This design comes from an exercise in tuning for small area and a short achievable clock period on the open sky130 flow, not from production work.
Function was checked by simulation only, so behaviour that the tests miss may differ from the original.
Power figures rest on the tool's default switching activity, not on a simulated workload.

==> flow/design.v (outline; a module is shown in full before it is edited, if it fits) <==
// module alu_decode: 82 lines
// module alu_fx_arith: 1082 lines
// module alu_bit_ops: 32 lines
// module alu_result: 17 lines
// module alu_top: 67 lines
module alu_top
#(
    parameter int INT_W  = alu_fx_pkg::INT_W_DEF,
    parameter int FRAC_W = alu_fx_pkg::FRAC_W_DEF,
    parameter int DATA_W = INT_W + FRAC_W
) (
    input  logic              i_clk,
    input  logic              i_rst_n,
    input  logic [DATA_W-1:0] i_data_a,
    input  logic [DATA_W-1:0] i_data_b,
    input  logic [alu_op_pkg::OP_W-1:0]   i_inst,
    output logic              o_busy,
    output logic              o_valid,
    output logic [DATA_W-1:0] o_data
);
  // ...
==> flow/run.sh <==
#!/bin/bash
# synth_recipe.tcl (not shown) runs the flow's synth.tcl, then flattens the netlist and writes it again
# the make line also repeats each setting of config.mk as NAME=value (left out here)
make -C /OpenROAD-flow-scripts/flow DESIGN_CONFIG=/design/flow/config.mk WORK_HOME=/design/flow/orfs CLKGATE_MAP_FILE= SYNTH_SCRIPT=/design/flow/synth_recipe.tcl finish
==> flow/config.mk <==
export PLATFORM = sky130hd
export DESIGN_NAME = alu_top
export DESIGN_NICKNAME = alu_top
export VERILOG_FILES = /design/flow/design.v
export SDC_FILE = /design/flow/constraint.sdc
export NUM_CORES = 4
export LEC_CHECK = 0
export ABC_AREA = 1
export CAP_MARGIN = 20
export CORE_MARGIN = 2
export CORE_UTILIZATION = 40
export SETUP_SLACK_MARGIN = 4.5
export SLEW_MARGIN = 20
==> flow/constraint.sdc <==
create_clock -name core_clock -period 10.0 [get_ports {i_clk}]
set_input_delay 2.0000 -clock core_clock [delete_from_list [all_inputs] [get_ports {i_clk}]]
set_output_delay 2.0000 -clock core_clock [all_outputs]
set_load 0.01 [all_outputs]
==> flow_summary.json, run 1 <==
{
  "status": "finished clean",
  "register_area_sq_um": 1690,
  "fmax_mhz": 187,
  "max_stage_delay_ns": 0.59,
  "synth_mux_area_share_pct": 0,
  "clockRootBuffer": "clkbuf_16",
  "max-slew-margin-rel_pct": 39.7,
  "crit_buf_inv": 3,
  "clkSlewWorstSetupHoldPaths_ns": 0.06,
  "ant_nets": 0,
  "multi_input_gates": 1287,
  "synth_edf_count": 0,
  "power_frac_seq_pct": 13.2,
  "cts_tree": "yes",
  "tightest_slew_ns": 0.903,
  "total_power_mw": 3.26,
  "crit_end": "u_result.o_data[3]$_DFFE_PN0P_",
  "min_to": "u_decode.state[0]$_DFF_PN0_",
  "place.gp.congestion": 0.982,
  "via_count": 12500,
  "final_core_util_pct": 47.2,
  "place_inst": 2097,
  "synthSimpleGateAreaFrac_pct": 25.7,
  "final_common_cell": "nand2_1",
  "net-switching-power_mw": 1.77,
  "holdBufCountCts": 0,
  "synth_top_family_by_area": "simple AND/OR/NAND/NOR gates",
  "ir_worst_vdd_mv": 0.233,
  "p_leak_nw": 6.93,
  "cts_buffer_depth": 2,
  "dpl.hpwl_um": 34200,
  "synth.avg_cell_area_sq_um": 7.09,
  "drt-total-wl_um": 44800,
  "synth_compound_area_share_pct": 13.3,
  "pg_clk_mw": 0.321,
  "multi_input_area_share_pct": 64.9,
  "seq_cells": 78,
  "hold_ws_ns": 0.478,
  "arrival_ns": 5.63,
  "path_depth": 23,
  "clock_buffers": 11
}
==> run 2: changes to the inputs <==
--- a/flow/config.mk
+++ b/flow/config.mk
@@ -8,6 +8,6 @@
 export ABC_AREA = 1
 export CAP_MARGIN = 20
 export CORE_MARGIN = 2
-export CORE_UTILIZATION = 40
+export CORE_UTILIZATION = 25
 export SETUP_SLACK_MARGIN = 4.5
 export SLEW_MARGIN = 20
==> run 2 against run 1 <==
Worst setup slack worse by 0.0010 ns. Core utilization fell by 17 points. Sequential power increased by 2%. Critical endpoint is now u_result.o_data[7]$_DFFE_PN0P_.
==> flow_summary.json, run 2 <==
{
  "die_h_um": 225,
  "synthCells": 1726,
  "path_class": "reg2reg",
  "p_comb_share_pct": 77.7,
  "powerDensity_nw_per_um2": 242,
  "largest_reg_flops": 24,
  "synthFlopType": "dfxtp_1",
  "ys_warn_count": 6,
  "crit_chain": "clkinvlp_4, buf_4, buf_4, o22ai_1, xor2_1, ha_1, fa_1, fa_1, fa_1, ha_1, nand2_2, o21ai_0, a21oi_2, nand2_4, inv_1, fa_1, xnor2_2, nand2_1, nand2_1, nand2_1, nand2_1, nand2_1, nand2_1",
  "cap_violations": 0,
  "arrival_ns": 5.58,
  "htree_num_levels": 3,
  "clockRootBuffer": "clkbuf_16",
  "critPathLaunchType": "flip-flop",
  "rsz0062_at_grt": "yes",
  "synth.top_cells.by_area": "fa_1 (19%), nand2_1 (10%), xor2_1 (10%), nand3_1 (10%), dfxtp_1 (9.8%)",
  "synth_top_cell_area_share_pct": 19.3,
  "syn_area_sq_um": 12200,
  "synth.avg_cell_area_sq_um": 7.09,
  "regMostFlops": "u_decode.o_d",
  "setup_viol": 0,
  "grt_use_total_pct": 17.9,
  "synth_cell_types": 54,
  "worstSetupEndpointType": "flip-flop",
  "drive_gt1_share_pct": 11.7,
  "start_util_pct": 25.2,
  "die_x_um": 225,
  "clkPwrFrac_pct": 9.8,
  "drt-initial-drc-count": 1498,
  "grt_pass1_vias": 12000,
  "rows": 81,
  "p_leak_nw": 6.95,
  "worstPathRequired_ns": 10.23,
  "ir_worst_vdd_mv": 0.159,
  "core_area_sq_um": 48600,
  "synth_most_common_cell": "nand2_1",
  "drt-total-wl_um": 47700,
  "clkSlewWorstSetupHoldPaths_ns": 0.07,
  "diodes": 0,
  "place_area_sq_um": 13100,
  "via_count": 12900,
  "final_cell_mix": "nand2_1 (333), nand3_1 (242), inv_1 (240)",
  "crit_buf_inv": 4,
  "die-area_sq_um": 50700,
  "cts_buffer_depth": 2,
  "drc": 0,
  "clock_sinks": 78,
  "synth_seq_cells": 78,
  "fin_area_sq_um": 14500,
  "vias_per_cell": 5.33,
  "cp_top_family": "adder cells",
  "fmax_mhz": 187,
  "synth_edf_count": 0,
  "final_max_slew_viol_count": 0,
  "slowest_stage": "fa_1",
  "intPower_mw": 1.55,
  "netlist_top_cells_count": "nand2_1 (337), inv_1 (265), nand3_1 (246)",
  "grt_pass1_wl_um": 70300,
  "port_buffers": 55,
  "cts_tree": "yes",
  "antenna_found_initial": 1,
  "firstDrtPassIters": 9,
  "period_share_pct": 53.5,
  "cpMostUsedCell": "nand2_1",
  "hold_violations": 0,
  "period_needed_ns": 5.35,
  "hold_path_class": "reg2reg",
  "final.setup.tns_ns": 0,
  "post_drt_wl_per_cell_um": 19.7,
  "fin_skew_ns": 0.0188,
  "dpl.hpwl_um": 35800,
  "place.gp.congestion": 0.949,
  "clk_latency_ns": 0.34,
  "final_common_cell": "nand2_1",
  "grt_overflow": 0,
  "ys_seq_area_share_pct": 13.5,
  "total_power_mw": 3.52,
  "pin_count": 56,
  "hold_ws_ns": 0.479,
  "tightest_slew_ns": 0.946,
  "syn_to_final_growth_pct": 18.8,
  "max_stage_delay_ns": 0.55,
  "power_frac_seq_pct": 12.4,
  "status": "finished clean",
  "p_sw_share_pct": 56.0,
  "cts_made_buffers": 9,
  "synth.largest_area_cell": "fa_1",
  "crit_path_max_fanout": 6,
  "net-switching-power_mw": 1.97,
  "max-slew-margin-rel_pct": 36.9,
  "fin_nets": 2002,
  "ant_nets": 0,
  "syn_nets": 1931,
  "synthArstFlopShare_pct": 23.1,
  "grt_max_degree": 32
}
-- run 2: cells by family (layout without fill, tap and decap cells) --
group	after synthesis	count (layout)	share of synthesized area [%]
simple gates	704	707	25.7
flops	78	78	13.5
xor+xnor	152	152	10.9
fa+ha+maj	167	167	24.3
compound gates	262	263	13.3
buf+inv	363	435	12.2
-- run 2: layout make-up --
type	count	area (sq um)
multi-input cells	1289	9270
inverters	278	1150
clock buffers	10	250
flip-flops and latches	78	1690
clock inverters	6	72.6
well taps	622	778
fillers	5281	34100
repair buffers	141	1330
-- run 2: repair_timing --
item / CTS / global route
pin swaps: 1 / 14
resized for setup: 19 / 63
buffers inserted: 16 / 65
gates cloned: 1 / 4
setup endpoints to repair: 16 / 16
hold buffers: 0 / 0
-- run 2: worst register-to-register path, cell delays in order (launching register included) --
cell and delay [ns]:
dfxtp_4 0.40, clkinvlp_4 0.19, buf_4 0.19, buf_4 0.13, o22ai_1 0.13, xor2_1 0.22, ha_1 0.23, fa_1 0.45
fa_1 0.55, fa_1 0.43, ha_1 0.36, nand2_2 0.10, o21ai_0 0.52, a21oi_2 0.16, nand2_4 0.15, inv_1 0.07
fa_1 0.40, xnor2_2 0.15, nand2_1 0.09, nand2_1 0.06, nand2_1 0.07, nand2_1 0.08, nand2_1 0.07, nand2_1 0.07
-- run 2: path summary, 6_finish.rpt --
kind,to,startpoint,cells past startpoint,slack (ns)
setup / recovery,u_result.o_data[7]$_DFFE_PN0P_,u_decode.o_d[2]$_DFF_P_,23,4.65
hold / removal,u_decode.state[0]$_DFF_PN0_,u_decode.state[0]$_DFF_PN0_,1,0.48
setup reg to reg,u_result.o_data[7]$_DFFE_PN0P_,u_decode.o_d[2]$_DFF_P_,23,4.65
hold reg to reg,u_decode.state[0]$_DFF_PN0_,u_decode.state[0]$_DFF_PN0_,1,0.48
max in group asynchronous,u_result.o_data[3]$_DFFE_PN0P_,i_rst_n,1,7.23
min in group asynchronous,u_result.o_data[4]$_DFFE_PN0P_,i_rst_n,1,2.18
-- run 2: power groups by stage --
stage	registers, mW	logic (mW)	clock network [mW]
finish	0.437	2.74	0.347
global route	0.439	2.97	0.363
CTS	0.434	2.42	0.352
detailed placement	0.438	2.39	0
global placement	0.440	2.39	0
floorplan	0.408	1.57	0
-- run 2: per-stage QoR --
step | std cells | setup WS [ns] | util (%)
floorplan | 1726 | 4.94 | -
global placement | 2322 | 3.77 | 27.0
detailed placement | 2322 | 3.79 | 27.0
CTS | 2355 | 4.50 | 28.1
global route | 2424 | 4.41 | 29.9
finish | 2424 | 4.65 | 29.9
-- run 2: metal layers --
layer  track usage [%]  share of wire [%]  wire, um  up-vias
li1                  -                  -         -     5800
met3              2.36                8.8      4180      147
met2              28.7                 44     21000      761
met4              6.28                4.6      2180        2
met5                 0              0.027        13        -
met1              24.5                 43     20400     6219

port drivers added, routing unchanged:
The results above use ideal ports. As a check the final layouts listed here were re-extracted and re-timed, cells and wires unchanged.
Step 1 (the two cells are an assumption about what drives the block):
set clk [get_ports {i_clk}]
set_driving_cell -lib_cell sky130_fd_sc_hd__clkbuf_16 $clk
set_driving_cell -lib_cell sky130_fd_sc_hd__buf_2 [delete_from_list [all_inputs] $clk]
Step 2 moves the port delays by t, midway between the first and last clock arrival at a register: inputs arrive t later, outputs are due t later. That takes back most of the time a late clock gives input paths.
Slacks: ideal / step 1 / step 2; pairs: ideal / step 1.
run | shift t [ns] | setup slack, ns | hold slack, ns | pins driven straight from the clock port
run 1 | 0.374 | 4.652 / 4.652 / 4.652 | 0.478 / 0.478 / 0.478 | 1
run 2 | 0.370 | 4.651 / 4.651 / 4.651 | 0.479 / 0.479 / 0.479 | 1
After both steps setup and hold are still met in every run listed.
